Context: an optimization exercise on an open-source flow, tuned for small area, a short achievable clock period and few clock cycles per item. The choices shown serve that exercise and are no tape-out recipe.
Where RTL was checked, it was by simulation tests only, not by an equivalence proof against the original.
Function not checked in runs 8 to 10: the RTL went through the layout flow alone.
Power and IR drop assume default switching activity.

## design/flow/config.mk

```make
export PLATFORM = sky130hd
export DESIGN_NAME = lsu_top
export DESIGN_NICKNAME = lsu_top
export VERILOG_FILES = /design/flow/design.v
export SDC_FILE = /design/flow/constraint.sdc
export NUM_CORES = 4
export LEC_CHECK = 0
export CAP_MARGIN = 20
export CORE_AREA = 3 3 897 97
export DIE_AREA = 0 0 900 100
export SLEW_MARGIN = 20
```

## design/flow/constraint.sdc

```tcl
create_clock -name core_clock -period 5.0 [get_ports {clk}]
set_input_delay 1.0000 -clock core_clock [delete_from_list [all_inputs] [get_ports {clk}]]
set_output_delay 1.0000 -clock core_clock [all_outputs]
set_load 0.01 [all_outputs]
```

## design/flow/design.v

```verilog
package lsu_pkg;
  localparam int word_w         = 64;
  localparam int beat_w         = 512;
  localparam int words_per_beat = beat_w / word_w;
  localparam int num_banks      = 4;
  localparam int addr_w         = 12;
  localparam int rd_latency     = 4;
  localparam int fifo_depth     = 2;
  localparam int cfg_w          = 16;
  typedef logic [word_w-1:0]            word_t;
  typedef logic [beat_w-1:0]            beat_t;
  typedef logic [addr_w-1:0]            addr_t;
  typedef logic [$clog2(num_banks)-1:0] bank_t;
  typedef logic [cfg_w-1:0]             cfg_t;
endpackage
module lsu_top (
  input  logic                          clk,
  input  logic                          rst,
  input  lsu_pkg::beat_t                in_data,
  input  logic                          in_valid,
  output logic                          in_ready,
  output lsu_pkg::beat_t                out_data,
  output logic                          out_valid,
  input  logic                          out_ready,
  input  logic                          start,
  input  logic                          store,
  output logic                          done,
  input  lsu_pkg::cfg_t                 len,
  input  lsu_pkg::cfg_t                 seg_count,
  input  lsu_pkg::cfg_t                 block_factor,
  input  lsu_pkg::cfg_t                 seg_stride,
  input  lsu_pkg::cfg_t                 addr_offset,
  output lsu_pkg::addr_t                ram_addr,
  output lsu_pkg::word_t                ram_d,
  output logic                          ram_we,
  output logic [lsu_pkg::num_banks-1:0] ram_ce,
  input  logic [lsu_pkg::num_banks*lsu_pkg::word_w-1:0] ram_q
);
  localparam int AW = lsu_pkg::addr_w;
  localparam int CW = lsu_pkg::cfg_w;
  localparam int WW = lsu_pkg::word_w;
  localparam int RL = lsu_pkg::rd_latency;
  typedef struct packed {
    logic [AW-1:0] cur;       
    logic [AW-1:0] row;       
    logic [AW-1:0] seg;       
    logic [1:0]    bank;      
    logic [CW-1:0] blk_rem;   
    logic [CW-1:0] j_rem;     
    logic [CW-1:0] s_rem;     
  } gen_t;
  gen_t       g, g_step, snap_a, snap_b;
  logic [2:0] wib;            
  logic       busy;
  logic       is_st;
  logic       iss_done;
  logic [1:0] n_snap;         
  logic       j_last, blk_last, x_last;
  logic       issue, flush, deliver, push;
  logic       done_next;
  logic [RL:0] rv;            
  logic [RL:0] rlb;           
  logic [RL:0] rlx;           
  logic [1:0]  rbk [RL+1];
  logic        out_last;
  logic [WW-1:0] ret_word;
  assign j_last   = (g.j_rem == CW'(1));
  assign blk_last = (g.blk_rem == CW'(1));
  assign x_last   = j_last & (g.s_rem == CW'(1));
  assign deliver = out_valid & out_ready;
  assign flush   = out_valid & ~out_ready;
  assign issue   = busy & ~iss_done & (is_st ? in_valid : ~flush);
  assign push    = issue & ~is_st & (wib == 3'd0);
  always_comb begin
    g_step = g;
    if (j_last) begin
      g_step.seg     = g.seg + seg_stride[AW-1:0];
      g_step.cur     = g_step.seg;
      g_step.row     = g_step.seg;
      g_step.bank    = 2'd0;
      g_step.blk_rem = block_factor;
      g_step.j_rem   = len;
      g_step.s_rem   = g.s_rem - 1'b1;
    end else begin
      g_step.j_rem = g.j_rem - 1'b1;
      if (blk_last) begin
        g_step.blk_rem = block_factor;
        g_step.bank    = g.bank + 1'b1;
        if (g.bank == 2'd3) begin
          g_step.cur = g.cur + 1'b1;
          g_step.row = g.cur + 1'b1;
        end else begin
          g_step.cur = g.row;
        end
      end else begin
        g_step.blk_rem = g.blk_rem - 1'b1;
        g_step.cur     = g.cur + 1'b1;
      end
    end
  end
  always_ff @(posedge clk) begin
    if (start) begin
      g.cur     <= addr_offset[AW-1:0];
      g.row     <= addr_offset[AW-1:0];
      g.seg     <= addr_offset[AW-1:0];
      g.bank    <= 2'd0;
      g.blk_rem <= block_factor;
      g.j_rem   <= len;
      g.s_rem   <= seg_count;
      wib       <= 3'd0;
      is_st     <= store;
    end else if (flush) begin
      g   <= snap_a;
      wib <= 3'd0;
    end else if (issue) begin
      g   <= g_step;
      wib <= wib + 1'b1;
    end
  end
  always_ff @(posedge clk) begin
    if (deliver & (n_snap == 2'd2)) begin
      snap_a <= snap_b;
    end else if (push & ((n_snap == 2'd0) | (deliver & (n_snap == 2'd1)))) begin
      snap_a <= g;
    end
    if (push & (deliver ? (n_snap == 2'd2) : (n_snap == 2'd1))) begin
      snap_b <= g;
    end
  end
  always_ff @(posedge clk) begin
    if (rst) begin
      busy     <= 1'b0;
      iss_done <= 1'b0;
      n_snap   <= 2'd0;
      done     <= 1'b0;
      in_ready <= 1'b0;
    end else begin
      if (start) begin
        busy     <= 1'b1;
        iss_done <= 1'b0;
      end else begin
        if (done_next) busy <= 1'b0;
        if (flush) iss_done <= 1'b0;
        else if (issue & x_last) iss_done <= 1'b1;
      end
      if (flush) n_snap <= 2'd0;
      else       n_snap <= n_snap + 2'(push) - 2'(deliver);
      done     <= done_next;
      in_ready <= ~start & busy & is_st & ~(issue & x_last) &
                  (issue ? (wib == 3'd6) : (wib == 3'd7));
    end
  end
  assign done_next = busy & (is_st ? (issue & x_last) : (deliver & out_last));
  assign ram_we = is_st;
  always_ff @(posedge clk) begin
    if (rst) begin
      ram_ce <= '0;
      rv     <= '0;
      out_valid <= 1'b0;
    end else begin
      ram_ce <= issue ? (4'b0001 << g.bank) : 4'b0000;
      rv     <= flush ? '0 : {rv[RL-1:0], issue & ~is_st};
      out_valid <= rv[RL] & rlb[RL] & ~flush;
    end
  end
  always_ff @(posedge clk) begin
    ram_addr <= g.cur;
    ram_d    <= in_data[wib*WW +: WW];
    rlb      <= {rlb[RL-1:0], wib == 3'd7};
    rlx      <= {rlx[RL-1:0], x_last};
    rbk[0]   <= g.bank;
    for (int i = 1; i <= RL; i++) rbk[i] <= rbk[i-1];
    out_last <= rlx[RL];
  end
  assign ret_word = ram_q[rbk[RL]*WW +: WW];
  always_ff @(posedge clk) begin
    out_data <= {ret_word, out_data[lsu_pkg::beat_w-1:WW]};
  end
endmodule
```

## design/flow/run.sh

```bash
#!/bin/bash
# synth_recipe.tcl (not shown) runs the flow's synth.tcl, then flattens the netlist and writes it again
# the make line also repeats each setting of config.mk as NAME=value (left out here)
make -C /OpenROAD-flow-scripts/flow DESIGN_CONFIG=/design/flow/config.mk WORK_HOME=/design/flow/orfs CLKGATE_MAP_FILE= SYNTH_SCRIPT=/design/flow/synth_recipe.tcl finish
```

==> qor.csv, run 1 <==
metric,value,unit
syn_nets,2858,
synth.distinct_cells,71,
slowest_delay,0.76,ns
grt_max_degree,87,
finalSetupViolCount,0,
clock_skew,0.04346,ns
slew_violations,0,
finalHoldViolCount,0,
avgRoutedWirePerCell,32.37,um
regArea,20350,um^2
die_h,100,um
numClockSinks,887,
final_antenna_net_count,0,
met2_usage,41.73,%
reg2reg_to,g[5],
synth_area,30700,um^2
power_leakage,17.56,nW
clkTransAtPathRegs,0.10,ns
antenna_found_initial,30,
num_rows,33,
cts_setup_buffers,0,
yosysSeqAreaShare,66.21,%
synthFlopType,dfxtp_1,
grt_util_met1,53.40,%
insertion_delay,0.70,ns
overflow,0,
routed_wl,148.7,mm
tns,0,ns
r2r_cells,6,
grt_pass1_vias,22644,
multi_input_area,9935,um^2
timing.rr.start,g[23],
cts_buffers,51,
core-area,80230,um^2
path_cells,clkdlybuf4s50_1 > nand2b_2 > o2111ai_2 > or4b_2 > nor2_1 > a21oi_1 > o2bb2ai_4 > buf_12 > buf_4,
worstSetupEndpointType,flop,
fin_ws,1.256,ns
drive_above_1_share,14.33,%
critical_path.top_delay_family,buffers and inverters,
yosysWarnings,2,
syn_inst,1978,
top_usage_layer,met1,
grt_setup_unrepaired,no,
cts_hold_buf,0,
synth_area_per_cell,15.52,um^2
crit_slowest_cell,clkdlybuf4s50_1,
cp-startpoint,out_ready,
cts_tree,built,
vias,24180,
max_freq,0.2671,GHz
relSlewSlack,33.17,%
syn_to_final_growth,57.49,%
fillCellCount,6394,
final_net_count,4293,
start_util,38.27,%
synth.ff_latch_count,887,
io_pins,1450,
port_buffers,1441,
startpoint_type,input pin,
vdd_drop_max,0.2787,mV
synthArstFlopShare,0,%
path_depth,9,
period_share,74.89,%
clockBufferDepth,3,
period_minus_slack,3.744,ns
path_buf_inv,3,
htreeDepth,2,
dp_hpwl,122.3,mm
post_drt_via_cell_ratio,5.262,
crit_fanout,21,
status,"complete, no violations",
grt_usage,31.98,%
die_area,90000,um^2
dp_slack,0.6565,ns
critPathCapture,snap_a[18],
drv.max_cap_violation_count,0,
synth_edf_count,257,
cts_root_buf,clkbuf_16,
gp_congestion,1.020,
cp_data_arrival_time,4.08,ns
dieWidth,900,um
globalRouteMet3Util,8.385,%
hold_path.class,reg2reg,
drc,0,
drt_iter0_markers,2765,
cp_data_required_time,5.34,ns
power_density,331.1,nW/um^2
firstDrtPassIters,5,
r2r_slack,1.60,ns
criticalPathCategory,in2reg,
cts_resized,0,
grt_pass1_wl,197.0,mm
worst_slew_pin_slew,1.002,ns
[sequential cells by signal (all words and copies together) (netlist names), 2 cells and up]
| signal | count |
|---|---|
| out_data | 512 |
| g | 86 |
| snap_a | 86 |
| snap_b | 86 |
| ram_d | 64 |
| ram_addr | 12 |
| rbk | 10 |
| rlb | 5 |
| rlx | 5 |
| rv | 5 |
| ram_ce | 4 |
| wib | 3 |
| n_snap | 2 |
[cell usage in the layout, fill, tap and decap left out, types with 9 or more instances in the layout]
cell type	Yosys	routed
mux2i_1	13	13
nand3_1	16	16
edfxtp_1	257	257
clkbuf_1	53	12
diode_2	0	21
nor3_1	26	26
a211oi_1	16	16
nor4_1	14	14
ha_1	25	25
buf_4	0	36
a21oi_1	68	67
mux2_2	152	152
nor2_1	86	86
inv_1	17	17
o211ai_1	11	11
clkbuf_16	0	53
o21ai_0	71	70
mux4_2	192	192
clkdlybuf4s50_1	0	1440
a31oi_1	15	15
xor2_1	9	9
xnor2_1	42	42
dfxtp_1	630	625
nand2_1	85	82
[layout make-up]
cell class	count	area share (%)
sequential	887	42.08
timing repair buffer	1484	30.67
multi-input combinational	971	20.54
clock buffer	69	2.950
tap	1120	2.898
clock inverter	25	0.6132
inverter	18	0.1397
antenna	21	0.1087
[synth_stat cells, types with 5 or more instances]
cell	count	share of area (%)
dfxtp_1	630	41
edfxtp_1	257	25
mux4_2	192	14
mux2_2	152	5.6
nor2_1	86	1.1
nand2_1	85	1.0
o21ai_0	71	1.2
a21oi_1	68	1.1
clkbuf_1	53	0.65
xnor2_1	42	1.2
buf_1	34	0.42
nor3_1	26	0.42
ha_1	25	1.0
inv_1	17	0.21
a211oi_1	16	0.39
nand3_1	16	0.26
a31oi_1	15	0.31
nor4_1	14	0.29
mux2i_1	13	0.42
buf_2	12	0.20
o211ai_1	11	0.27
xor2_1	9	0.26
a21o_1	8	0.20
and2_1	8	0.16
o22a_1	8	0.23
and3_1	7	0.14
nand4_1	7	0.14
or3_1	7	0.14
o31ai_1	6	0.15
nand2b_1	5	0.10
o22ai_1	5	0.10
[worst reg2reg max path, delay by kind of cell, from the launching register on]
kind                   cells  cell delay (ns)
AND/OR/NAND/NOR            3             1.33
buffers and inverters      2             0.94
flip-flops                 1             0.53
AO/OA/AOI/OAI              1             0.17
[stage by stage]
step / utilization, % / area, um^2 / total power [mW] / hold WS (ns) / std cells
4_1_cts: 60.21 / 48300 / 16.01 / 0.3278 / 4574
6_report: 60.28 / 48360 / 16.01 / 0.3276 / 4595
3_5_place_dp: 58.06 / 46580 / 11.11 / 0.3121 / 4480
2_1_floorplan: - / 30730 / 9.271 / 0.3096 / 1978
3_3_place_gp: 58.06 / 46580 / 11.08 / 0.3113 / 4480
5_1_grt: 60.21 / 48300 / 16.52 / 0.3311 / 4574
[kinds of logic (layout without fill, tap and decap cells)]
family | Yosys count | in the layout | share of synthesized area [%]
compound gates | 250 | 250 | 5.098
xor+xnor | 51 | 51 | 1.455
fa+ha+maj | 26 | 26 | 1.084
buf+inv | 120 | 1596 | 1.601
flops | 887 | 887 | 66.21
mux | 357 | 357 | 20.08
other cells | 0 | 21 | 0
simple gates | 287 | 287 | 4.470
[how the worst min path moves through the flow]
stage                              from             to  slack (ns)  depth (start not counted)
final                     out_data[384]  out_data[320]        0.33                          0
after global routing          rbk[3][0]      rbk[4][0]        0.33                          0
after CTS                 out_data[395]  out_data[331]        0.33                          0
after detailed placement      rbk[1][1]      rbk[2][1]        0.31                          0
after global placement           rlx[3]         rlx[4]        0.31                          0
after floorplan                  rlx[4]       out_last        0.31                          0
[per-layer routing]
metal,vias up,part of all wire (%)
met1,12745,50
met2,976,39
li1,10341,-
met4,26,0.42
met5,-,0.093
met3,92,11
[power breakdown]
part	switching, mW	internal (mW)	total (mW)
Sequential	0.343	7.88	8.23
Combinational	1.10	1.66	2.76
Clock	2.76	2.27	5.03
Total	4.20	11.8	16.0
Testbench counts, summed over its fixed seeds: cycles 73,854, items 9,040.
==> inputs of run 2 (changes only) <==
--- a/design/flow/config.mk
+++ b/design/flow/config.mk
@@ -8,4 +8,4 @@
 export CAP_MARGIN = 20
-export CORE_AREA = 3 3 897 97
-export DIE_AREA = 0 0 900 100
+export CORE_AREA = 3 3 497 497
+export DIE_AREA = 0 0 500 500
 export SLEW_MARGIN = 20
==> qor.csv, run 2 <==
metric,value,unit,change
numClockSinks,887,,unchanged
gp_congestion,1.005,,-1.5%
fillCellCount,25590,,+300%
routed_wl,248.3,mm,+67%
synth_area_per_cell,15.52,um^2,unchanged
clock_skew,0.1018,ns,+0.05838 ns
synth_commonest_cells,"630 x dfxtp_1, 257 x edfxtp_1, 192 x mux4_2, 152 x mux2_2, 86 x nor2_1",,
cp-startpoint,out_data[511],,
slew_violations,0,,unchanged
p_int,14.37,mW,+22%
slowest_delay,0.93,ns,+0.17 ns
vdd_drop_max,0.2578,mV,-7.5%
period_minus_slack,3.471,ns,-0.2730 ns
port_buffers,1441,,unchanged
vias,25793,,+6.7%
switching_share,26.88,%,+0.67 points
syn_inst,1978,,unchanged
cts_root_buf,clkbuf_16,,
worst_slew_pin_slew,0.9423,ns,-0.06022 ns
max_freq,0.2881,GHz,+7.9%
yosys-top-cells-area,"dfxtp_1 41%, edfxtp_1 25%, mux4_2 14%",,
p_switching,5.284,mW,+26%
cts_resized,0,,unchanged
sequentialPowerShare,42.4,%,-9.0 points
avgRoutedWirePerCell,36.49,um,+13%
synth_area,30700,um^2,unchanged
dieWidth,500,um,-44%
drc,0,,unchanged
cp_data_required_time,4.00,ns,-1.34 ns
tns,0,ns,unchanged
firstDrtPassIters,5,,unchanged
grt_setup_unrepaired,no,,
grt_pass1_wl,301.3,mm,+53%
num_rows,180,,+450%
syn_nets,2858,,unchanged
hold_path.class,reg2reg,,
clockBufferDepth,3,,unchanged
final_net_count,4334,,+0.96%
crit_slowest_cell,clkdlybuf4s50_1,,
drt_iter0_markers,2408,,-13%
io_pins,1450,,unchanged
routed-wl-met3,23.49,mm,+45%
place_area,49100,um^2,+5.4%
path_cells,clkdlybuf4s50_1,,
yosysWarnings,2,,unchanged
start_util,12.71,%,-26 points
synthArstFlopShare,0,%,unchanged
grt_usage,18.99,%,-13 points
startpoint_type,flop,,
drive_above_1_share,16.29,%,+2.0 points
dp_hpwl,215.0,mm,+76%
crit_fanout,2,,-90%
post_drt_via_cell_ratio,3.791,,-28%
comb_power_share,15.4,%,-1.8 points
wl_met1,91.22,mm,+24%
final_common_cell,clkdlybuf4s50_1,,
grt_pass1_vias,25619,,+13%
p_clk_share,42.3,%,+11 points
grt_max_degree,120,,+38%
syn_to_final_growth,72.79,%,
synth.distinct_cells,71,,unchanged
synth_edf_count,257,,unchanged
path_buf_inv,1,,-2
timing.rr.start,is_st,,
power_leakage,18.47,nW,+5.1%
cts_tree,built,,
die_h,500,um,+400%
cts_buffers,104,,+100%
synth.most_common_cell,dfxtp_1,,
highest_layer,met5,,
antenna_found_initial,202,,+570%
relSlewSlack,37.00,%,+3.8 points
r2r_slack,1.72,ns,+0.12 ns
criticalPathCategory,reg2out,,
cts_setup_buffers,0,,unchanged
wl_met2,115.7,mm,+100%
finalHoldViolCount,0,,unchanged
largest_reg_flops,512,,unchanged
synth_top_cell_area_share,41.08,%,unchanged
period_share,69.43,%,-5.5 points
die_area,250000,um^2,+180%
cts_hold_buf,0,,unchanged
top_register,out_data,,
min-delay-start,rbk[2][1],,
finalSetupViolCount,0,,unchanged
htreeDepth,3,,+1
layout_common_cells,"1440 x clkdlybuf4s50_1, 625 x dfxtp_1, 257 x edfxtp_1, 192 x mux4_2, 152 x mux2_2",,
synth.ff_latch_count,887,,unchanged
design_area,53050,um^2,+9.7%
insertion_delay,0.80,ns,+0.10 ns
yosys.area.top_type,dfxtp_1,,
drv.max_cap_violation_count,0,,unchanged
yosysSeqAreaShare,66.21,%,unchanged
worstSetupEndpointType,output port,,
status,"complete, no violations",,
power_density,370.5,nW/um^2,+12%
synthFlopType,dfxtp_1,,
overflow,0,,unchanged
clkTransAtPathRegs,0.06,ns,-0.04 ns
critical_path.top_delay_family,buffers and inverters,,
core-area,241700,um^2,+200%
cp_data_arrival_time,2.47,ns,-1.61 ns
final_antenna_net_count,0,,unchanged
## run 2: cell count changes in the layout (fill, tap and decap cells not counted), moves of 8 or more
cell	change
diode_2	+55
clkbuf_16	+52
buf_4	-14
clkbuf_8	+13
bufinv_16	+8
clkbuf_1	+8
## run 2: layer usage
metal | vias up | global-route usage (%)
met4 | 72 | 12.39
li1 | 10547 | -
met2 | 1822 | 30.78
met1 | 12883 | 21.13
met5 | - | 0
met3 | 469 | 6.580
## run 2: worst paths after layout
path                                      end  depth (start not counted)
worst max-delay path            out_data[511]                          1
worst min-delay path                rbk[3][1]                          0
worst max register to register     snap_a[74]                          8
worst min register to register      rbk[3][1]                          0
## run 2: cell families (layout without fill, tap and decap cells)
group,count (synthesis),after routing,share of synthesized area [%]
multiplexers,357,357,20.08
XOR/XNOR,51,51,1.455
flip-flops,887,887,66.21
buffers and inverters,120,1685,1.601
AO/OA/AOI/OAI,250,250,5.098
AND/OR/NAND/NOR,287,287,4.470
other,0,76,0
adder cells (fa/ha/maj),26,26,1.084
## run 2: final cells by class
| cell class | instances | area, um^2 | share of cell area (%) |
|---|---|---|---|
| flip-flops and latches | 887 | 20350 | 38.35 |
| repair buffers | 1472 | 14760 | 27.83 |
| diodes | 76 | 190.2 | 0.3585 |
| inverters | 18 | 67.56 | 0.1273 |
| multi-input cells | 971 | 9938 | 18.73 |
| clock buffers | 142 | 2937 | 5.535 |
| well taps | 3185 | 3985 | 7.511 |
| clock inverters | 53 | 824.5 | 1.554 |
## run 2: power by group through the flow
stage	clock network, mW	logic, mW	registers [mW]
final	8.31	3.03	8.33
after global placement	0	3.05	8.48
after CTS	8.56	3.07	8.35
after global routing	8.79	3.15	8.37
after detailed placement	0	3.05	8.49
after floorplan	0	0.872	8.40
## run 2: through the flow
step | worst slack, ns | power (mW) | util [%] | hold WS (ns) | std cells
2_1_floorplan | 0.6647 | 9.271 | - | 0.3096 | 1978
3_3_place_gp | 0.8490 | 11.53 | 20.32 | 0.3110 | 6533
3_5_place_dp | 0.8361 | 11.54 | 20.32 | 0.3118 | 6533
4_1_cts | 1.354 | 19.97 | 21.88 | 0.2757 | 6728
5_1_grt | 1.450 | 20.32 | 21.92 | 0.2797 | 6769
6_report | 1.529 | 19.66 | 21.95 | 0.2858 | 6804
==> inputs of run 3 (changes only) <==
--- a/design/flow/config.mk
+++ b/design/flow/config.mk
@@ -8,4 +8,4 @@
 export CAP_MARGIN = 20
-export CORE_AREA = 3 3 497 497
-export DIE_AREA = 0 0 500 500
+export CORE_MARGIN = 2
+export CORE_UTILIZATION = 40
 export SLEW_MARGIN = 20
==> qor.csv, run 3 <==
metric,value,unit,change
syn_inst,1978,,unchanged
synthFlopType,dfxtp_1,,
synth.distinct_cells,71,,unchanged
synth.ff_latch_count,887,,unchanged
start_util,40.43,%,+28 points
error_line,[ERROR PPL-0024] Number of IO pins (1450) exceeds maximum number of available positions (1014). Increase the die perimeter from 1124.22um to 1972.00um.,,
synth_edf_count,257,,unchanged
yosysWarnings,2,,unchanged
failed_stage,I/O pin placement,,
dieWidth,281.1,um,-44%
synth_commonest_cells,"630 x dfxtp_1, 257 x edfxtp_1, 192 x mux4_2, 152 x mux2_2, 86 x nor2_1",,
die_h,281.1,um,-44%
synth_area,30700,um^2,unchanged
yosysSeqAreaShare,66.21,%,unchanged
syn_nets,2858,,unchanged
num_rows,101,,-44%
synth_area_per_cell,15.52,um^2,unchanged
synthArstFlopShare,0,%,unchanged
synth.most_common_cell,dfxtp_1,,
yosys-top-cells-area,"dfxtp_1 41%, edfxtp_1 25%, mux4_2 14%",,
status,did not finish,,
yosys.area.top_type,dfxtp_1,,
synth_top_cell_area_share,41.08,%,unchanged
[run 3: cell counts after synthesis]
No cell type changed its count.
[run 3: kinds of logic after synthesis]
kind of cell | count (synthesis) | share of synthesized area (%)
DFF | 887 | 66.21
xor gates and xnor gates | 51 | 1.455
adders and majority gates | 26 | 1.084
buffers and inverters | 120 | 1.601
muxes | 357 | 20.08
and+or+nand+nor | 287 | 4.470
AOI/OAI and AO/OA | 250 | 5.098
==> inputs of run 4 (changes only) <==
==> design/flow/flow/run.sh (new file) <==
#!/bin/bash
# Standard ORFS layout with two changes: ports get the smallest plain buffer
# (buf_1) instead of the delay buffer buffer_ports picks on its own, and pins
# may sit on every routing track so that 1450 ports fit a die sized by the
# core utilisation.
set -euo pipefail
bash standard.sh \
  "BUFFER_PORTS_ARGS=-buffer_cell sky130_fd_sc_hd__buf_1" \
  "PLACE_PINS_ARGS=-min_distance 1 -min_distance_in_tracks" \
  finish > standard_make.log 2>&1
==> design/flow/standard.sh (new file) <==
#!/bin/bash
# synth_recipe.tcl (not shown) runs the flow's synth.tcl, then flattens the netlist and writes it again
# the make line also repeats each setting of config.mk as NAME=value (left out here)
make -C /OpenROAD-flow-scripts/flow DESIGN_CONFIG=/design/flow/config.mk WORK_HOME=/design/flow/orfs CLKGATE_MAP_FILE= SYNTH_SCRIPT=/design/flow/synth_recipe.tcl "${@:-finish}"
removed: design/flow/run.sh
==> qor.csv, run 4 <==
metric,value,unit,change
status,did not finish,,
failed_stage,global routing,,
error_line,[ERROR GRT-0116] Global routing finished with congestion. Check the congestion regions in the DRC Viewer.,,
synth_area_per_cell,15.52,um^2,unchanged
syn_nets,2858,,unchanged
grt_pass1_vias,25729,,
die_h,281.1,um,unchanged
synth_edf_count,257,,unchanged
synth.ff_latch_count,887,,unchanged
grt_usage,36.88,%,
synth.distinct_cells,71,,unchanged
synthArstFlopShare,0,%,unchanged
cts_resized,0,,
cts_root_buf,clkbuf_16,,
grt_pass1_wl,196.9,mm,
cts_setup_buffers,0,,
dieWidth,281.1,um,unchanged
io_pins,1450,,
synthFlopType,dfxtp_1,,
yosys.area.top_type,dfxtp_1,,
syn_inst,1978,,unchanged
numClockSinks,887,,
cts_buffers,90,,
gp_congestion,1.052,,
yosys-top-cells-area,"dfxtp_1 41%, edfxtp_1 25%, mux4_2 14%",,
grt_max_degree,95,,
htreeDepth,3,,
dp_slack,1.155,ns,
yosysSeqAreaShare,66.21,%,unchanged
port_buffers,1441,,
start_util,40.43,%,unchanged
synth_top_cell_area_share,41.08,%,unchanged
clockBufferDepth,3,,
cts_hold_buf,0,,
overflow,18,,
synth_area,30700,um^2,unchanged
dp_hpwl,119.1,mm,
yosysWarnings,2,,unchanged
num_rows,101,,unchanged
synth.most_common_cell,dfxtp_1,,
synth_commonest_cells,"630 x dfxtp_1, 257 x edfxtp_1, 192 x mux4_2, 152 x mux2_2, 86 x nor2_1",,
[run 4: cell counts after synthesis]
No cell type changed its count.
[run 4: worst min-delay path by stage]
| stage | startpoint | end | slack [ns] |
|---|---|---|---|
| after floorplan | rlx[4] | out_last | 0.31 |
| after global placement | rbk[3][1] | rbk[4][1] | 0.31 |
| after detailed placement | rbk[0][1] | rbk[1][1] | 0.31 |
| after CTS | rbk[0][0] | rbk[1][0] | 0.31 |
[run 4: metal layers]
layer | global-route usage [%] | GRT overflow
met2 | 56.54 | 15
met1 | 33.91 | 0
met3 | 19.25 | 0
met4 | 38.04 | 3
met5 | 4.003 | 0
[run 4: logic make-up after synthesis]
group | Yosys count | share of synthesized area (%)
adders and majority gates | 26 | 1.084
and+or+nand+nor | 287 | 4.470
muxes | 357 | 20.08
buffers and inverters | 120 | 1.601
xor gates and xnor gates | 51 | 1.455
AOI/OAI and AO/OA | 250 | 5.098
DFF | 887 | 66.21
[run 4: per-stage QoR]
step	cell area [um^2]	cells
2_1_floorplan	30730	1978
3_3_place_gp	37240	4368
3_5_place_dp	37240	4368
4_1_cts	40470	4534
[run 4: power groups by stage]
stage                     sequential [mW]  combinational (mW)  clock (mW)
after floorplan                      8.40               0.872           0
after global placement               8.35                1.87           0
after detailed placement             8.36                1.88           0
after CTS                            8.21                1.89        7.29
==> inputs of run 5 (changes only) <==
--- a/design/flow/config.mk
+++ b/design/flow/config.mk
@@ -10,2 +10,3 @@
 export CORE_UTILIZATION = 40
+export SETUP_SLACK_MARGIN = 2.5
 export SLEW_MARGIN = 20
==> qor.csv, run 5 <==
metric,value,unit,change
status,did not finish,,
failed_stage,global routing,,
error_line,[ERROR GRT-0116] Global routing finished with congestion. Check the congestion regions in the DRC Viewer.,,
cts_hold_buf,0,,unchanged
synth_commonest_cells,"630 x dfxtp_1, 257 x edfxtp_1, 192 x mux4_2, 152 x mux2_2, 86 x nor2_1",,
clockBufferDepth,3,,unchanged
synthFlopType,dfxtp_1,,
grt_usage,35.83,%,
yosysWarnings,2,,unchanged
synth_edf_count,257,,unchanged
grt_pass1_vias,25901,,
synth_top_cell_area_share,41.08,%,unchanged
synth_area,30700,um^2,unchanged
dp_hpwl,114.3,mm,-4.0%
synth.distinct_cells,71,,unchanged
numClockSinks,887,,unchanged
synth.most_common_cell,dfxtp_1,,
yosysSeqAreaShare,66.21,%,unchanged
dp_slack,1.213,ns,+0.05829 ns
yosys-top-cells-area,"dfxtp_1 41%, edfxtp_1 25%, mux4_2 14%",,
synth.ff_latch_count,887,,unchanged
grt_max_degree,130,,
die_h,281.1,um,unchanged
syn_inst,1978,,unchanged
synthArstFlopShare,0,%,unchanged
cts_buffers,91,,+1.1%
overflow,17,,
gp_congestion,1.117,,+6.2%
grt_pass1_wl,192.9,mm,
cts_root_buf,clkbuf_16,,
synth_area_per_cell,15.52,um^2,unchanged
htreeDepth,3,,unchanged
syn_nets,2858,,unchanged
dieWidth,281.1,um,unchanged
num_rows,101,,unchanged
yosys.area.top_type,dfxtp_1,,
start_util,40.43,%,unchanged
io_pins,1450,,unchanged
port_buffers,1441,,unchanged
[run 5: cell counts after synthesis]
Identical to the previous run, type by type.
[run 5: worst max-delay path by stage]
stage / startpoint / end / cells after the start
global placement: out_ready / snap_a[61] / 8
detailed placement: out_ready / snap_a[61] / 8
floorplan: out_ready / snap_a[0] / 7
CTS: out_data[460] / out_data[460] / 1
[run 5: cells by family after synthesis]
family          share of synthesized area (%)
flops                                   66.21
mux                                     20.08
simple gates                            4.470
compound gates                          5.098
buf+inv                                 1.601
xor+xnor                                1.455
fa+ha+maj                               1.084
[run 5: timing repair]
item | 4_1_cts
setup endpoints to repair | 347
buffers inserted | 23
pin swaps | 8
hold endpoints to repair | 0
gates cloned | 3
resized for setup | 40
[run 5: layer usage]
layer  GRT overflow  global-route usage (%)
met1              0                   34.22
met2             12                   53.64
met3              0                   18.94
met4              5                   36.14
met5              0                   4.003
[run 5: per-stage QoR]
step | std cells | area, um^2 | total power, mW | util [%]
after floorplan | 1978 | 30890 | 9.289 | -
after global placement | 4372 | 37420 | 10.22 | 49.27
after detailed placement | 4372 | 37420 | 10.25 | 49.27
after CTS | 4566 | 40940 | 17.22 | 53.90
[run 5: power by group through the flow]
stage	Clock, mW	Sequential (mW)	Combinational [mW]
after floorplan	0	8.40	0.889
after global placement	0	8.32	1.90
after detailed placement	0	8.34	1.91
after CTS	7.07	8.18	1.97
==> inputs of run 6 (changes only) <==
--- a/design/flow/flow/run.sh
+++ b/design/flow/flow/run.sh
@@ -3,4 +3,3 @@
 # (buf_1) instead of the delay buffer buffer_ports picks on its own, and pins
-# may sit on every routing track so that 1450 ports fit a die sized by the
-# core utilisation.
+# may sit on every routing track.
 set -euo pipefail
--- a/design/flow/config.mk
+++ b/design/flow/config.mk
@@ -9,4 +9,3 @@
 export CORE_MARGIN = 2
-export CORE_UTILIZATION = 40
-export SETUP_SLACK_MARGIN = 2.5
+export CORE_UTILIZATION = 25
 export SLEW_MARGIN = 20
==> qor.csv, run 6 <==
metric,value,unit,change
die_h,354.5,um,+26%
synth.most_common_cell,dfxtp_1,,
synth.ff_latch_count,887,,unchanged
yosys.area.top_type,dfxtp_1,,
port_buffers,1441,,unchanged
yosys-top-cells-area,"dfxtp_1 41%, edfxtp_1 25%, mux4_2 14%",,
grt_pass1_wl,204.3,mm,
num_rows,128,,+27%
cts_setup_buffers,0,,-100%
status,did not finish,,
synthFlopType,dfxtp_1,,
start_util,25.19,%,-15 points
clockBufferDepth,3,,unchanged
cts_hold_buf,0,,unchanged
error_line,[ERROR GRT-0116] Global routing finished with congestion. Check the congestion regions in the DRC Viewer.,,
numClockSinks,887,,unchanged
dp_slack,1.077,ns,-0.1364 ns
syn_inst,1978,,unchanged
synth_edf_count,257,,unchanged
failed_stage,global routing,,
yosysWarnings,2,,unchanged
dp_hpwl,123.3,mm,+7.9%
synth_area,30700,um^2,unchanged
grt_max_degree,87,,
yosysSeqAreaShare,66.21,%,unchanged
syn_nets,2858,,unchanged
dieWidth,354.5,um,+26%
htreeDepth,3,,unchanged
dp_cells,4967,,+14%
synthArstFlopShare,0,%,unchanged
synth_commonest_cells,"630 x dfxtp_1, 257 x edfxtp_1, 192 x mux4_2, 152 x mux2_2, 86 x nor2_1",,
synth_top_cell_area_share,41.08,%,unchanged
io_pins,1450,,unchanged
synth.distinct_cells,71,,unchanged
gp_congestion,1.137,,+1.7%
overflow,7,,
grt_usage,23.64,%,
cts_resized,0,,-100%
grt_pass1_vias,26131,,
synth_area_per_cell,15.52,um^2,unchanged
cts_buffers,96,,+5.5%
cts_root_buf,clkbuf_16,,
-- run 6: cell counts after synthesis --
No cell type changed its count.
-- run 6: how the worst max path moves through the flow --
stage,from,endpoint,slack (ns),cells past startpoint
CTS,is_st,snap_a[35],1.65,7
global placement,out_ready,snap_a[34],1.09,8
floorplan,out_ready,snap_a[0],0.66,7
detailed placement,out_ready,snap_a[38],1.08,8
-- run 6: cells by family after synthesis --
kind of cell	Yosys count	synth area share (%)
DFF	887	66.21
AOI/OAI and AO/OA	250	5.098
muxes	357	20.08
xor gates and xnor gates	51	1.455
buffers and inverters	120	1.601
adders and majority gates	26	1.084
and+or+nand+nor	287	4.470
-- run 6: power by group through the flow --
stage,clock network (mW),logic [mW],registers (mW)
after detailed placement,0,1.94,8.38
after global placement,0,1.93,8.37
after floorplan,0,0.872,8.40
after CTS,7.32,1.95,8.24
-- run 6: routing by layer --
layer	track usage [%]	GRT overflow
met2	34.50	4
met4	17.56	3
met3	10.26	0
met1	27.34	0
met5	1.585	0
-- run 6: per-stage QoR --
step | total power, mW | util (%) | area, um^2 | hold WS (ns)
3_5_place_dp | 10.32 | 31.20 | 38020 | 0.3118
3_3_place_gp | 10.31 | 31.20 | 38020 | 0.3100
2_1_floorplan | 9.271 | - | 30730 | 0.3096
4_1_cts | 17.51 | 33.84 | 41240 | 0.2764
==> inputs of run 7 (changes only) <==
==> design/flow/flow/run.sh (replaced) <==
#!/bin/bash
# Standard ORFS layout, except that ports get the smallest plain buffer
# (buf_1) instead of the delay buffer buffer_ports picks on its own.
set -euo pipefail
bash standard.sh \
  "BUFFER_PORTS_ARGS=-buffer_cell sky130_fd_sc_hd__buf_1" \
  finish > standard_make.log 2>&1
--- a/design/flow/config.mk
+++ b/design/flow/config.mk
@@ -8,4 +8,4 @@
 export CAP_MARGIN = 20
-export CORE_MARGIN = 2
-export CORE_UTILIZATION = 25
+export CORE_AREA = 3 3 497 497
+export DIE_AREA = 0 0 500 500
 export SLEW_MARGIN = 20
==> qor.csv, run 7 <==
metric,value,unit,change
synth_top_cell_area_share,41.08,%,unchanged
criticalPathCategory,reg2reg,,
synthArstFlopShare,0,%,unchanged
clock_skew,0.05903,ns,
die_area,250000,um^2,
top_register,out_data,,
drive_above_1_share,16.16,%,
firstDrtPassIters,5,,
largest_reg_flops,512,,
yosysWarnings,2,,unchanged
clockBufferDepth,3,,unchanged
period_share,73.12,%,
clkTransAtPathRegs,0.06,ns,
routed-wl-met3,25.56,mm,
power_density,419.5,nW/um^2,
core-area,241700,um^2,
hold_path.class,reg2reg,,
crit_fanout,35,,
period_minus_slack,3.656,ns,
reg2reg_to,snap_a[41],,
grt_pass1_vias,25014,,
synth_edf_count,257,,unchanged
p_clk_share,42.5,%,
wl_met1,89.16,mm,
place_area,40000,um^2,+5.2%
max_freq,0.2735,GHz,
dp_cells,6526,,+31%
hold-path-cell-count,0,,
timing.rr.start,is_st,,
total_power,18.33,mW,
finalSetupViolCount,0,,
p_switching,5.293,mW,
grt_max_degree,119,,
highest_layer,met5,,
drt_iter0_markers,2932,,
final_antenna_net_count,0,,
cp_data_arrival_time,4.03,ns,
synth.most_common_cell,dfxtp_1,,
whs,0.3256,ns,
cts_hold_buf,0,,unchanged
worstSetupEndpointType,flop,,
cts_resized,0,,unchanged
avgRoutedWirePerCell,35.90,um,
relSlewSlack,30.38,%,
final_common_cell,buf_1,,
cts_buffers,99,,+3.1%
synth_commonest_cells,"630 x dfxtp_1, 257 x edfxtp_1, 192 x mux4_2, 152 x mux2_2, 86 x nor2_1",,
status,"complete, no violations",,
routed_wl,244.4,mm,
synth.ff_latch_count,887,,unchanged
p_int,13.04,mW,
grt_usage,18.64,%,
slew_violations,0,,
finalHoldViolCount,0,,
stdcell_count,6808,,
num_rows,180,,+41%
syn_to_final_growth,42.33,%,
post-route-util,18.08,%,
final_net_count,4322,,
yosysSeqAreaShare,66.21,%,unchanged
yosys-top-cells-area,"dfxtp_1 41%, edfxtp_1 25%, mux4_2 14%",,
syn_nets,2858,,unchanged
post_drt_via_cell_ratio,3.814,,
fillCellCount,26629,,
dieWidth,500,um,+41%
r2r_cells,7,,
htreeDepth,3,,unchanged
synth_area,30700,um^2,unchanged
die_h,500,um,+41%
vdd_drop_max,0.2529,mV,
cts_tree,built,,
fin_ws,1.344,ns,
io_pins,1450,,unchanged
insertion_delay,0.75,ns,
grt_pass1_wl,295.0,mm,
hold_end,rbk[4][0],,
gp_congestion,1.012,,-11%
power_leakage,14.36,nW,
drv.max_cap_violation_count,0,,
cp_data_required_time,5.37,ns,
grt_setup_unrepaired,no,,
overflow,0,,
antenna_found_initial,224,,
design_area,43700,um^2,
yosys.area.top_type,dfxtp_1,,
layout_common_cells,"1438 x buf_1, 625 x dfxtp_1, 257 x edfxtp_1, 192 x mux4_2, 152 x mux2_2",,
port_buffers,1441,,unchanged
startpoint_type,flop,,
drc,0,,
vias,25963,,
tns,0,ns,
dp_hpwl,211.0,mm,+71%
cts_root_buf,clkbuf_16,,
syn_inst,1978,,unchanged
dp_slack,0.8617,ns,-0.2151 ns
r2r_slack,1.34,ns,
synth.distinct_cells,71,,unchanged
cts_setup_buffers,0,,unchanged
worst_slew_pin_slew,1.044,ns,
min-delay-start,rbk[3][0],,
synth_area_per_cell,15.52,um^2,unchanged
switching_share,28.87,%,
numClockSinks,887,,unchanged
start_util,12.71,%,-12 points
wl_met2,109.4,mm,
comb_power_share,12.0,%,
synthFlopType,dfxtp_1,,
sequentialPowerShare,45.5,%,
[run 7: cell counts after synthesis]
Identical to the previous run, type by type.
[run 7: worst max-delay path by stage]
stage | depth (start not counted) | endpoint | slack, ns | startpoint
floorplan | 7 | snap_a[0] | 0.66 | out_ready
global placement | 8 | snap_a[75] | 0.87 | out_ready
detailed placement | 8 | snap_a[55] | 0.86 | out_ready
CTS | 7 | snap_a[41] | 1.38 | is_st
global route | 7 | snap_a[41] | 1.27 | is_st
finish | 7 | snap_a[41] | 1.34 | is_st
[run 7: critical path, cell delays in order (launching register included)]
cell       delay (ns)
edfxtp_1         0.61
nand2b_1         0.22
o2111ai_2        0.34
or4b_2           0.82
nor2_1           0.27
a21oi_1          0.11
o2bb2ai_4        0.58
buf_12           0.33
[run 7: power groups by stage]
stage,sequential [mW],combinational [mW],clock [mW]
after detailed placement,8.50,2.21,0
after floorplan,8.40,0.872,0
final,8.34,2.20,7.79
after global routing,8.39,2.32,8.24
after CTS,8.36,2.22,8.00
after global placement,8.50,2.20,0
[run 7: layout make-up]
| cell class | instances | area [um^2] | area share (%) |
|---|---|---|---|
| clock inverters | 60 | 711.9 | 1.629 |
| flip-flops and latches | 887 | 20350 | 46.56 |
| inverters | 18 | 67.56 | 0.1546 |
| clock buffers | 126 | 2741 | 6.273 |
| repair buffers | 1465 | 5670 | 12.98 |
| diodes | 96 | 240.2 | 0.5497 |
| well taps | 3185 | 3985 | 9.119 |
| multi-input cells | 971 | 9936 | 22.74 |
[run 7: routing by layer]
layer,track usage (%),vias to the layer above
met5,0,-
met4,13.52,74
met3,7.303,543
met2,29.01,2011
met1,20.69,12792
li1,-,10543
[run 7: cell families after synthesis]
group	after synthesis	share of synthesized area (%)
buffers and inverters	120	1.601
AO/OA/AOI/OAI	250	5.098
XOR/XNOR	51	1.455
AND/OR/NAND/NOR	287	4.470
adder cells (fa/ha/maj)	26	1.084
multiplexers	357	20.08
flip-flops	887	66.21
==> inputs of run 8 (changes only) <==
--- a/design/flow/design.v
+++ b/design/flow/design.v
@@ -153,2 +153,7 @@
   assign done_next = busy & (is_st ? (issue & x_last) : (deliver & out_last));
+  logic [WW-1:0] d_sel;
+  always_comb begin
+    d_sel = '0;
+    for (int w = 0; w < 8; w++) d_sel |= in_data[w*WW +: WW] & {WW{wib == 3'(w)}};
+  end
   assign ram_we = is_st;
@@ -167,3 +172,3 @@
     ram_addr <= g.cur;
-    ram_d    <= in_data[wib*WW +: WW];
+    ram_d    <= d_sel;
     rlb      <= {rlb[RL-1:0], wib == 3'd7};
@@ -174,3 +179,6 @@
   end
-  assign ret_word = ram_q[rbk[RL]*WW +: WW];
+  always_comb begin
+    ret_word = '0;
+    for (int b = 0; b < 4; b++) ret_word |= ram_q[b*WW +: WW] & {WW{rbk[RL] == 2'(b)}};
+  end
   always_ff @(posedge clk) begin
--- a/design/flow/config.mk
+++ b/design/flow/config.mk
@@ -10,2 +10,3 @@
 export DIE_AREA = 0 0 500 500
+export SETUP_SLACK_MARGIN = 2.0
 export SLEW_MARGIN = 20
==> qor.csv, run 8 <==
metric,value,unit,change
cts_hold_buf,0,,unchanged
grt_setup_unrepaired,no,,
yosysWarnings,2,,unchanged
gp_congestion,1.049,,+3.7%
post-route-util,17.89,%,-0.20 points
period_minus_slack,3.034,ns,-0.6222 ns
clockBufferDepth,3,,unchanged
yosysSeqAreaShare,68.23,%,+2.0 points
syn_nets,2951,,+3.3%
cts_root_buf,clkbuf_16,,
worstSetupEndpointType,flop,,
dieWidth,500,um,unchanged
grt_usage,18.30,%,-0.34 points
port_buffers,1441,,unchanged
antenna_found_initial,233,,+4.0%
synth.distinct_cells,71,,unchanged
hold_path.class,reg2reg,,
crit_fanout,34,,-2.9%
avgRoutedWirePerCell,34.87,um,-2.9%
startpoint_type,flop,,
core-area,241700,um^2,unchanged
synth.most_common_cell,dfxtp_1,,
dp_hpwl,205.4,mm,-2.7%
final_antenna_net_count,0,,unchanged
cts_tree,built,,
insertion_delay,0.75,ns,about the same
post_drt_via_cell_ratio,3.900,,+2.3%
synthArstFlopShare,0,%,unchanged
clock_skew,0.03471,ns,-0.02432 ns
drc,0,,unchanged
comb_power_share,11.7,%,-0.3 points
p_clk_share,43.9,%,+1.4 points
dp_cells,6603,,+1.2%
synth_edf_count,257,,unchanged
start_util,12.33,%,-0.38 points
finalHoldViolCount,0,,unchanged
whs,0.3252,ns,-0.0004170 ns
tns,0,ns,unchanged
firstDrtPassIters,10,,+5
power_density,430.8,nW/um^2,+2.7%
htreeDepth,3,,unchanged
clkTransAtPathRegs,0.07,ns,about the same
final_net_count,4420,,+2.3%
grt_pass1_vias,25617,,+2.4%
vias,26908,,+3.6%
final_common_cell,buf_1,,
stdcell_count,6899,,+1.3%
yosys.area.top_type,dfxtp_1,,
die_area,250000,um^2,unchanged
largest_reg_flops,512,,unchanged
worst_slew_pin_slew,1.334,ns,+0.2892 ns
relSlewSlack,11.10,%,-19 points
cp_data_arrival_time,3.65,ns,-0.38 ns
grt_pass1_wl,293.3,mm,-0.55%
p_switching,5.345,mW,+0.98%
overflow,0,,unchanged
num_rows,180,,unchanged
power_leakage,14.86,nW,+3.5%
synth_commonest_cells,"630 x dfxtp_1, 257 x edfxtp_1, 128 x a222oi_1, 98 x clkbuf_1, 88 x mux2_2",,
die_h,500,um,unchanged
synth_top_cell_area_share,42.33,%,+1.3 points
drive_above_1_share,12.21,%,-4.0 points
synth_area_per_cell,14.40,um^2,-7.2%
period_share,60.67,%,-12 points
top_register,out_data,,
max_freq,0.3296,GHz,+21%
syn_inst,2069,,+4.6%
numClockSinks,887,,unchanged
routed_wl,240.6,mm,-1.6%
layout_common_cells,"1427 x buf_1, 628 x dfxtp_1, 257 x edfxtp_1, 128 x a222oi_1, 111 x clkbuf_16",,
slew_violations,0,,unchanged
p_int,13.28,mW,+1.8%
synth.ff_latch_count,887,,unchanged
yosys-top-cells-area,"dfxtp_1 42%, edfxtp_1 26%, mux4_2 4.8%",,
cts_buffers,106,,+7.1%
synth_area,29800,um^2,-3.0%
drt_iter0_markers,3409,,+16%
cp_data_required_time,5.62,ns,+0.25 ns
finalSetupViolCount,0,,unchanged
grt_max_degree,87,,-27%
vdd_drop_max,0.2685,mV,+6.1%
status,"complete, no violations",,
drv.max_cap_violation_count,0,,unchanged
syn_to_final_growth,45.06,%,
sequentialPowerShare,44.4,%,-1.1 points
switching_share,28.70,%,-0.17 points
synthFlopType,dfxtp_1,,
io_pins,1450,,unchanged
criticalPathCategory,reg2reg,,
[run 8: cell types whose count changed in the layout (fill, tap and decap cells not counted), moves of 9 or more]
cell       previous run  this run
a221o_1               1        64
xnor2_1              42        33
mux2_2              152        88
clkbuf_16           101       111
mux2i_1              13        74
buf_4                19        53
xor2_1                9        21
buf_1              1438      1427
mux4_2              192        64
a21oi_1              67        85
a211oi_1             16         6
a222oi_1              0       128
diode_2              96        86
[run 8: stage by stage]
step / total power, mW / setup WS (ns) / cell area, um^2
finish: 18.62 / 1.966 / 43220
global placement: 10.55 / 0.7570 / 39190
detailed placement: 10.57 / 0.6884 / 39190
floorplan: 9.127 / 1.048 / 29850
global route: 19.28 / 2.025 / 43110
CTS: 18.88 / 2.003 / 42980
[run 8: kinds of logic after synthesis]
family | count (synthesis) | share of synthesized area (%)
and+or+nand+nor | 277 | 4.707
xor gates and xnor gates | 54 | 1.587
adders and majority gates | 28 | 1.201
AOI/OAI and AO/OA | 447 | 11.57
muxes | 226 | 10.65
DFF | 887 | 68.23
buffers and inverters | 150 | 2.057
[run 8: path summary, 6_finish.rpt]
path | from | to | slack, ns | depth (start not counted)
hold / removal | rlx[2] | rlx[3] | 0.33 | 0
setup reg to reg | wib[0] | ram_d[63] | 1.97 | 6
setup / recovery | wib[0] | ram_d[63] | 1.97 | 6
hold reg to reg | rlx[2] | rlx[3] | 0.33 | 0
[run 8: layout make-up]
type / count / area (um^2)
fill: 26898 / 198400
sequential: 887 / 20340
multi-input combinational: 1033 / 9012
timing repair buffer: 1490 / 5917
tap: 3185 / 3985
clock buffer: 137 / 3015
clock inverter: 61 / 664.4
antenna: 86 / 215.2
inverter: 20 / 77.57
[run 8: critical path, stage by stage (launching register included)]
cell and delay [ns]:
dfxtp_1 0.40, inv_1 0.16, ha_4 0.34, buf_4 0.32, a222oi_1 1.16, mux2i_1 0.17
a221o_1 0.31
[run 8: power by group through the flow]
stage / Combinational [mW] / Clock (mW) / Sequential [mW]
global placement: 2.14 / 0 / 8.42
CTS: 2.17 / 8.43 / 8.28
global route: 2.29 / 8.67 / 8.31
floorplan: 0.751 / 0 / 8.38
detailed placement: 2.15 / 0 / 8.42
finish: 2.17 / 8.17 / 8.28
[run 8: repair_timing]
action	4_1_cts	5_1_grt
endpoints found under the setup margin	236	4
endpoints found under the hold margin	0	0
gates cloned	1	0
pin swaps	3	2
buffers inserted	10	1
resized for setup	4	3
[run 8: layer usage]
layer  up-vias  share of wire, %  global-route usage [%]
met4        62               5.3                   8.705
met2      1862                45                   28.55
li1      11095                 -                       -
met5         -              0.18                       0
met1     13376                39                   22.41
met3       513                10                   6.472
==> inputs of run 9 (changes only) <==
--- a/design/flow/config.mk
+++ b/design/flow/config.mk
@@ -10,3 +10,3 @@
 export DIE_AREA = 0 0 500 500
-export SETUP_SLACK_MARGIN = 2.0
+export SETUP_SLACK_MARGIN = 3.0
 export SLEW_MARGIN = 20
==> qor.csv, run 9 <==
metric,value,unit,change
status,"complete, no violations",,
io_pins,1450,,unchanged
dp_hpwl,203.4,mm,-0.96%
synthArstFlopShare,0,%,unchanged
cts_hold_buf,0,,unchanged
tns,0,ns,unchanged
overflow,0,,unchanged
vdd_drop_max,0.2989,mV,+11%
globalRouteMet3Util,5.832,%,-0.64 points
hold_path.class,reg2reg,,
final_net_count,4767,,+7.9%
comb_power_share,17.2,%,+5.5 points
grt_usage,19.68,%,+1.4 points
worstSetupEndpointType,flop,,
yosysSeqAreaShare,68.23,%,unchanged
synthFlopType,dfxtp_1,,
grt_pass1_wl,316.9,mm,+8.0%
port_buffers,1441,,unchanged
synth.most_common_cell,dfxtp_1,,
power_leakage,20.24,nW,+36%
numClockSinks,887,,unchanged
drc,0,,unchanged
critical_path.top_delay_family,compound AO/OA/AOI/OAI gates,,
criticalPathCategory,reg2reg,,
top_register,out_data,,
synth.distinct_cells,71,,unchanged
synth_edf_count,257,,unchanged
cp_data_arrival_time,3.30,ns,-0.35 ns
syn_to_final_growth,81.62,%,
final_antenna_net_count,0,,unchanged
design_area,54120,um^2,+25%
switching_share,28.65,%,-0.047 points
startpoint_type,flop,,
sequentialPowerShare,42.0,%,-2.4 points
p_switching,5.689,mW,+6.4%
slowest_delay,0.95,ns,-0.21 ns
path_buf_inv,3,,+1
routed_wl,261.6,mm,+8.7%
clockBufferDepth,3,,unchanged
finalHoldViolCount,0,,unchanged
power_density,366.9,nW/um^2,-15%
dieWidth,500,um,unchanged
grt_max_degree,87,,unchanged
avgRoutedWirePerCell,36.12,um,+3.6%
firstDrtPassIters,10,,unchanged
crit_slowest_cell,a222oi_1,,
synth_area_per_cell,14.40,um^2,unchanged
post_drt_via_cell_ratio,4.074,,+4.5%
max_freq,0.3670,GHz,+11%
cts_tree,built,,
syn_inst,2069,,unchanged
synth_area,29800,um^2,unchanged
grt_pass1_vias,27863,,+8.8%
syn_nets,2951,,unchanged
slew_violations,0,,unchanged
worst_slew_pin_slew,1.236,ns,-0.09719 ns
cts_buffers,103,,-2.8%
path_cells,inv_4 > ha_4 > buf_6 > buf_16 > a222oi_1 > mux2i_1 > a221o_1,,
vias,29506,,+9.7%
grt_setup_unrepaired,yes,,
antenna_found_initial,215,,-7.7%
insertion_delay,0.76,ns,about the same
htreeDepth,3,,unchanged
drt_iter0_markers,4093,,+20%
yosysWarnings,2,,unchanged
final_common_cell,buf_1,,
place_area,39190,um^2,about the same
yosys-top-cells-area,"dfxtp_1 42%, edfxtp_1 26%, mux4_2 4.8%",,
drive_above_1_share,52.48,%,+40 points
clkTransAtPathRegs,0.06,ns,about the same
synth_commonest_cells,"630 x dfxtp_1, 257 x edfxtp_1, 128 x a222oi_1, 98 x clkbuf_1, 88 x mux2_2",,
cts_root_buf,clkbuf_16,,
met2_usage,31.54,%,+3.0 points
top_usage_layer,met2,,
synth.ff_latch_count,887,,unchanged
relSlewSlack,17.57,%,+6.5 points
drv.max_cap_violation_count,0,,unchanged
start_util,12.33,%,unchanged
period_share,54.49,%,-6.2 points
core-area,241700,um^2,unchanged
crit_fanout,8,,-76%
synth_top_cell_area_share,42.33,%,unchanged
p_clk_share,40.8,%,-3.1 points
layout_common_cells,"844 x buf_1, 603 x buf_6, 426 x dfxtp_2, 257 x edfxtp_1, 244 x buf_4",,
finalSetupViolCount,0,,unchanged
die_area,250000,um^2,unchanged
yosys.area.top_type,dfxtp_1,,
p_int,14.16,mW,+6.7%
largest_reg_flops,512,,unchanged
fillCellCount,25700,,-4.5%
num_rows,180,,unchanged
die_h,500,um,unchanged
grt_util_met1,24.18,%,+1.8 points
gp_congestion,1.051,,+0.21%
period_minus_slack,2.725,ns,-0.3092 ns
clock_skew,0.06245,ns,+0.02774 ns
cp_data_required_time,5.58,ns,-0.04 ns
post-route-util,22.39,%,+4.5 points
[run 9: cell counts after synthesis]
Identical to the previous run, type by type.
[run 9: final cells by class]
cell class	instances	area [um^2]	area share, %
timing repair buffer	1835	14700	27.17
tap	3185	3985	7.364
clock buffer	142	2979	5.505
clock inverter	53	666.9	1.232
antenna	82	205.2	0.3792
sequential	887	21460	39.66
inverter	20	93.84	0.1734
multi-input combinational	1038	10020	18.52
[run 9: path summary, 6_finish.rpt]
| path | slack [ns] | depth (start not counted) | start | endpoint |
|---|---|---|---|---|
| hold / removal | 0.32 | 0 | out_data[460] | out_data[396] |
| setup / recovery | 2.28 | 7 | wib[0] | ram_d[34] |
| hold reg to reg | 0.32 | 0 | out_data[460] | out_data[396] |
| setup reg to reg | 2.28 | 7 | wib[0] | ram_d[34] |
[run 9: logic make-up (layout without fill, tap and decap cells)]
| logic type | count (synthesis) | in the layout | synth area share (%) |
|---|---|---|---|
| mux | 226 | 226 | 10.65 |
| simple gates | 277 | 282 | 4.707 |
| xor+xnor | 54 | 54 | 1.587 |
| buf+inv | 150 | 2050 | 2.057 |
| flops | 887 | 887 | 68.23 |
| fa+ha+maj | 28 | 28 | 1.201 |
| compound gates | 447 | 448 | 11.57 |
| other cells | 0 | 82 | 0 |
[run 9: metrics by stage]
stage / hold slack, ns / total power [mW] / std cells / worst slack, ns
4_1_cts: 0.3062 / 19.77 / 7065 / 2.381
2_1_floorplan: 0.3096 / 9.127 / 2069 / 1.048
6_report: 0.3208 / 19.85 / 7242 / 2.275
5_1_grt: 0.3277 / 20.48 / 7208 / 2.297
3_5_place_dp: 0.3121 / 10.57 / 6599 / 0.7432
3_3_place_gp: 0.3111 / 10.56 / 6598 / 0.8087
[run 9: routing by layer]
metal / vias to the layer above / share of wire (%)
met5: - / 0.19
li1: 11815 / -
met2: 2229 / 46
met4: 66 / 5.4
met3: 624 / 9.0
met1: 14772 / 39
[run 9: power by group through the flow]
stage                     logic (mW)  registers [mW]  clock network, mW
after floorplan                0.751            8.38                  0
after global placement          2.13            8.43                  0
after detailed placement        2.14            8.43                  0
after CTS                       3.19            8.32               8.25
after global routing            3.53            8.38               8.57
final                           3.42            8.34               8.09
[run 9: repair_timing]
| action | in CTS | in global routing |
|---|---|---|
| cloned | 37 | 14 |
| setup endpoints to repair | 1086 | 1042 |
| pin swaps | 135 | 102 |
| resized for setup | 2444 | 189 |
| setup buffers | 234 | 79 |
==> inputs of run 10 (changes only) <==
--- a/design/flow/design.v
+++ b/design/flow/design.v
@@ -50,2 +50,5 @@
     logic [CW-1:0] s_rem;     
+    logic          bl;        
+    logic          jl;        
+    logic          sl;        
   } gen_t;
@@ -53,7 +56,7 @@
   logic [2:0] wib;            
-  logic       busy;
-  logic       is_st;
-  logic       iss_done;
+  logic       is_st;          
+  logic       st_run;         
+  logic       ld_run;         
   logic [1:0] n_snap;         
-  logic       j_last, blk_last, x_last;
+  logic       x_last, len1, bf1;
   logic       issue, flush, deliver, push;
@@ -66,12 +69,12 @@
   logic [WW-1:0] ret_word;
-  assign j_last   = (g.j_rem == CW'(1));
-  assign blk_last = (g.blk_rem == CW'(1));
-  assign x_last   = j_last & (g.s_rem == CW'(1));
+  assign x_last = g.jl & g.sl;
+  assign len1   = (len == CW'(1));
+  assign bf1    = (block_factor == CW'(1));
   assign deliver = out_valid & out_ready;
   assign flush   = out_valid & ~out_ready;
-  assign issue   = busy & ~iss_done & (is_st ? in_valid : ~flush);
-  assign push    = issue & ~is_st & (wib == 3'd0);
+  assign issue   = (st_run & in_valid) | (ld_run & ~flush);
+  assign push    = ld_run & ~flush & (wib == 3'd0);
   always_comb begin
     g_step = g;
-    if (j_last) begin
+    if (g.jl) begin
       g_step.seg     = g.seg + seg_stride[AW-1:0];
@@ -81,8 +84,13 @@
       g_step.blk_rem = block_factor;
+      g_step.bl      = bf1;
       g_step.j_rem   = len;
+      g_step.jl      = len1;
       g_step.s_rem   = g.s_rem - 1'b1;
+      g_step.sl      = (g.s_rem == CW'(2));
     end else begin
       g_step.j_rem = g.j_rem - 1'b1;
-      if (blk_last) begin
+      g_step.jl    = (g.j_rem == CW'(2));
+      if (g.bl) begin
         g_step.blk_rem = block_factor;
+        g_step.bl      = bf1;
         g_step.bank    = g.bank + 1'b1;
@@ -96,2 +104,3 @@
         g_step.blk_rem = g.blk_rem - 1'b1;
+        g_step.bl      = (g.blk_rem == CW'(2));
         g_step.cur     = g.cur + 1'b1;
@@ -107,4 +116,7 @@
       g.blk_rem <= block_factor;
+      g.bl      <= bf1;
       g.j_rem   <= len;
+      g.jl      <= len1;
       g.s_rem   <= seg_count;
+      g.sl      <= (seg_count == CW'(1));
       wib       <= 3'd0;
@@ -129,6 +141,7 @@
   end
+  assign done_next = (st_run & in_valid & x_last) | (deliver & out_last);
   always_ff @(posedge clk) begin
     if (rst) begin
-      busy     <= 1'b0;
-      iss_done <= 1'b0;
+      st_run   <= 1'b0;
+      ld_run   <= 1'b0;
       n_snap   <= 2'd0;
@@ -138,8 +151,10 @@
       if (start) begin
-        busy     <= 1'b1;
-        iss_done <= 1'b0;
+        st_run <= store;
+        ld_run <= ~store;
       end else begin
-        if (done_next) busy <= 1'b0;
-        if (flush) iss_done <= 1'b0;
-        else if (issue & x_last) iss_done <= 1'b1;
+        if (issue & x_last) begin
+          st_run <= 1'b0;
+          ld_run <= 1'b0;
+        end
+        if (flush) ld_run <= 1'b1;
       end
@@ -148,7 +163,6 @@
       done     <= done_next;
-      in_ready <= ~start & busy & is_st & ~(issue & x_last) &
-                  (issue ? (wib == 3'd6) : (wib == 3'd7));
-    end
-  end
-  assign done_next = busy & (is_st ? (issue & x_last) : (deliver & out_last));
+      in_ready <= ~start & st_run & ~(in_valid & x_last) &
+                  (in_valid ? (wib == 3'd6) : (wib == 3'd7));
+    end
+  end
   logic [WW-1:0] d_sel;
@@ -166,3 +180,3 @@
       ram_ce <= issue ? (4'b0001 << g.bank) : 4'b0000;
-      rv     <= flush ? '0 : {rv[RL-1:0], issue & ~is_st};
+      rv     <= flush ? '0 : {rv[RL-1:0], ld_run};
       out_valid <= rv[RL] & rlb[RL] & ~flush;
==> design/flow/flow/run.sh (replaced) <==
#!/bin/bash
# Standard ORFS layout with two changes: ports get the smallest plain buffer
# (buf_1) instead of the delay buffer buffer_ports picks on its own, and the
# pins of each data bit are grouped on the die edge (flow/pins.tcl).
set -euo pipefail
bash standard.sh \
  "BUFFER_PORTS_ARGS=-buffer_cell sky130_fd_sc_hd__buf_1" \
  "PRE_IO_PLACEMENT_TCL=$PWD/flow/pins.tcl" \
  finish > standard_make.log 2>&1
==> design/flow/flow/pins.tcl (new file) <==
# Bit-slice pin groups: for bit b, the four ram_q words, the eight out_data
# words (in shift order), the eight in_data words and ram_d share one stretch
# of the die edge, so each slice's cells can sit together.
for {set b 0} {$b < 64} {incr b} {
  set names {}
  for {set k 0} {$k < 4} {incr k} { lappend names "ram_q\[[expr {64 * $k + $b}]\]" }
  for {set w 7} {$w >= 0} {incr w -1} { lappend names "out_data\[[expr {64 * $w + $b}]\]" }
  for {set w 0} {$w < 8} {incr w} { lappend names "in_data\[[expr {64 * $w + $b}]\]" }
  lappend names "ram_d\[$b\]"
  set_io_pin_constraint -pin_names $names -group -order
}
--- a/design/flow/config.mk
+++ b/design/flow/config.mk
@@ -10,3 +10,3 @@
 export DIE_AREA = 0 0 500 500
-export SETUP_SLACK_MARGIN = 3.0
+export SETUP_SLACK_MARGIN = 2.0
 export SLEW_MARGIN = 20
==> qor.csv, run 10 <==
metric,value,unit,change
largest_reg_flops,512,,unchanged
synth_area_per_cell,14.65,um^2,+1.8%
dp_hpwl,78.16,mm,-62%
layout_common_cells,"1438 x buf_1, 628 x dfxtp_1, 266 x edfxtp_1, 128 x a222oi_1, 100 x clkbuf_16",,
worstSetupEndpointType,output port,,
clkTransAtPathRegs,0.06,ns,about the same
crit_slowest_cell,buf_1,,
relSlewSlack,24.13,%,+6.6 points
numClockSinks,896,,+1.0%
fin_ws,2.049,ns,-0.2266 ns
dieWidth,500,um,unchanged
grt_setup_unrepaired,no,,
final_common_cell,buf_1,,
syn_inst,2051,,-0.87%
synth_top_cell_area_share,41.96,%,-0.36 points
synth.most_common_cell,dfxtp_1,,
yosysSeqAreaShare,68.54,%,+0.31 points
yosysWarnings,2,,unchanged
synth_compound_area_share,10.82,%,-0.75 points
cp_data_arrival_time,1.95,ns,-1.35 ns
yosys.area_share.simple,4.850,%,+0.14 points
htreeDepth,3,,unchanged
cts_tree,built,,
die_area,250000,um^2,unchanged
cp-startpoint,ram_addr[3],,
design_area,42730,um^2,-21%
timing.rr.start,wib[2],,
slowest_delay,0.78,ns,-0.17 ns
synthArstFlopShare,0,%,unchanged
grt_pass1_wl,150.8,mm,-52%
status,"complete, no violations",,
worst_slew_pin_slew,1.138,ns,-0.09829 ns
insertion_delay,0.78,ns,+0.02 ns
synth_edf_count,266,,+3.5%
period_share,59.02,%,+4.5 points
period_minus_slack,2.951,ns,+0.2266 ns
clockBufferDepth,3,,unchanged
synth_area,30060,um^2,+0.87%
synth_fa_ha_area_share,1.191,%,-0.010 points
critical_path.top_delay_family,buffers and inverters,,
cts_buffers,95,,-7.8%
clock_skew,0.09038,ns,+0.02793 ns
top_register,out_data,,
max_freq,0.3388,GHz,-7.7%
finalSetupViolCount,0,,unchanged
cp_data_required_time,4.00,ns,-1.58 ns
synth.distinct_cells,67,,-5.6%
drt_iter0_markers,2084,,-49%
finalHoldViolCount,0,,unchanged
avgRoutedWirePerCell,16.12,um,-55%
cts_root_buf,clkbuf_16,,
hold_path.class,reg2reg,,
final_net_count,4380,,-8.1%
port_buffers,1441,,unchanged
synthXorXnorAreaFrac,1.778,%,+0.19 points
syn_to_final_growth,42.17,%,
criticalPathCategory,reg2out,,
yosys.area.top_type,dfxtp_1,,
dp_slack,1.457,ns,+0.7142 ns
place_area,39370,um^2,+0.44%
synth_commonest_cells,"630 x dfxtp_1, 266 x edfxtp_1, 128 x a222oi_1, 93 x mux2_2, 87 x clkbuf_1",,
drv.max_cap_violation_count,0,,unchanged
io_pins,1450,,unchanged
antenna_found_initial,21,,-90%
total_power,17.87,mW,-10%
synth_mux_area_share,10.79,%,+0.14 points
vdd_drop_max,0.3007,mV,+0.60%
grt_usage,8.043,%,-12 points
drive_above_1_share,10.70,%,-42 points
cts_hold_buf,0,,unchanged
die_h,500,um,unchanged
overflow,0,,unchanged
slew_violations,0,,unchanged
synthFlopType,dfxtp_1,,
num_rows,180,,unchanged
gp_congestion,0.7797,,-26%
syn_nets,2933,,-0.61%
final_antenna_net_count,0,,unchanged
start_util,12.44,%,+0.11 points
drc,0,,unchanged
startpoint_type,flop,,
min-delay-start,out_data[121],,
tns,0,ns,unchanged
power_density,418.2,nW/um^2,+14%
routed_wl,109.0,mm,-58%
crit_fanout,1,,-7
synth_top_family_by_area,compound AO/OA/AOI/OAI gates,,
path_cells,buf_1,,
power_leakage,14.56,nW,-28%
vias,23967,,-19%
yosys-top-cells-area,"dfxtp_1 42%, edfxtp_1 27%, mux4_2 4.8%",,
synth.ff_latch_count,896,,+1.0%
path_buf_inv,1,,-2
firstDrtPassIters,9,,-1
grt_max_degree,91,,+4.6%
grt_pass1_vias,24057,,-14%
core-area,241700,um^2,unchanged
whs,0.2700,ns,-0.05076 ns
post_drt_via_cell_ratio,3.545,,-13%
[run 10: worst paths after layout]
check	endpoint	slack [ns]	depth (start not counted)
min	out_data[57]	0.27	0
max	ram_addr[3]	2.05	1
min reg2reg	out_data[57]	0.27	0
max reg2reg	snap_a[33]	2.29	6
[run 10: where the power goes]
group,total [mW],leakage (nW),internal (mW),switching [mW]
Clock,7.11,1.57,4.07,3.04
Combinational,2.21,5.18,0.913,1.30
Sequential,8.54,7.80,8.18,0.363
Total,17.9,14.6,13.2,4.70
[run 10: routing by layer]
| metal | share of wire [%] | vias to the layer above | routed length (um) | GRT usage (%) |
|---|---|---|---|---|
| li1 | - | 10857 | - | - |
| met1 | 38 | 11520 | 41400 | 9.252 |
| met2 | 49 | 1392 | 52940 | 13.92 |
| met3 | 9.8 | 194 | 10690 | 2.370 |
| met4 | 3.6 | 4 | 3904 | 3.201 |
| met5 | 0.027 | - | 29 | 0 |
[run 10: final cells by class]
class	count	area, um^2
diodes	5	12.51
clock buffers	141	2830
clock inverters	29	415.4
fillers	26578	198900
inverters	24	95.09
multi-input cells	1004	8974
flip-flops and latches	896	20610
well taps	3185	3985
repair buffers	1477	5813
[run 10: cell families (layout without fill, tap and decap cells)]
logic type / after synthesis / count (layout)
compound gates: 407 / 407
mux: 232 / 232
fa+ha+maj: 28 / 28
xor+xnor: 61 / 61
simple gates: 276 / 276
flops: 896 / 896
buf+inv: 151 / 1671
other cells: 0 / 5
[run 10: metrics by stage]
step                utilization, %  cells
global placement             16.29   6581
finish                       17.68   6761
CTS                          17.66   6755
detailed placement           16.29   6581
global route                 17.68   6759
floorplan                        -   2051
[run 10: what timing repair did]
item,in CTS,in global routing
setup buffers,4,0
endpoints found under the setup margin,130,1
cloned,0,0
resized for setup,3,1
pin swaps,1,0

==> re-timing with driven ports <==
Ports are ideal in the flow. The routed layouts listed here were re-timed in OpenROAD. Step 1 assumes that a clkbuf_16 drives the clock port and a buf_2 every other input. Step 2 times the ports against the registers' clock, not the clock port: input delays grow and output delays shrink by t, the midpoint of the rising clock arrivals with the driver on. a / b / c = ideal / step 1 / step 2; a / b = the first two.
run	t, ns	slack for setup (ns)
run 1	0.752	1.256 / 1.281 / 0.529
run 2	0.808	1.529 / 1.465 / 0.721
run 7	0.789	1.344 / 1.344 / 0.760
run 8	0.807	1.966 / 1.966 / 1.346
run 9	0.814	2.275 / 2.261 / 1.448
run 10	0.784	2.049 / 1.989 / 1.459
After both steps every run listed still meets setup and hold.
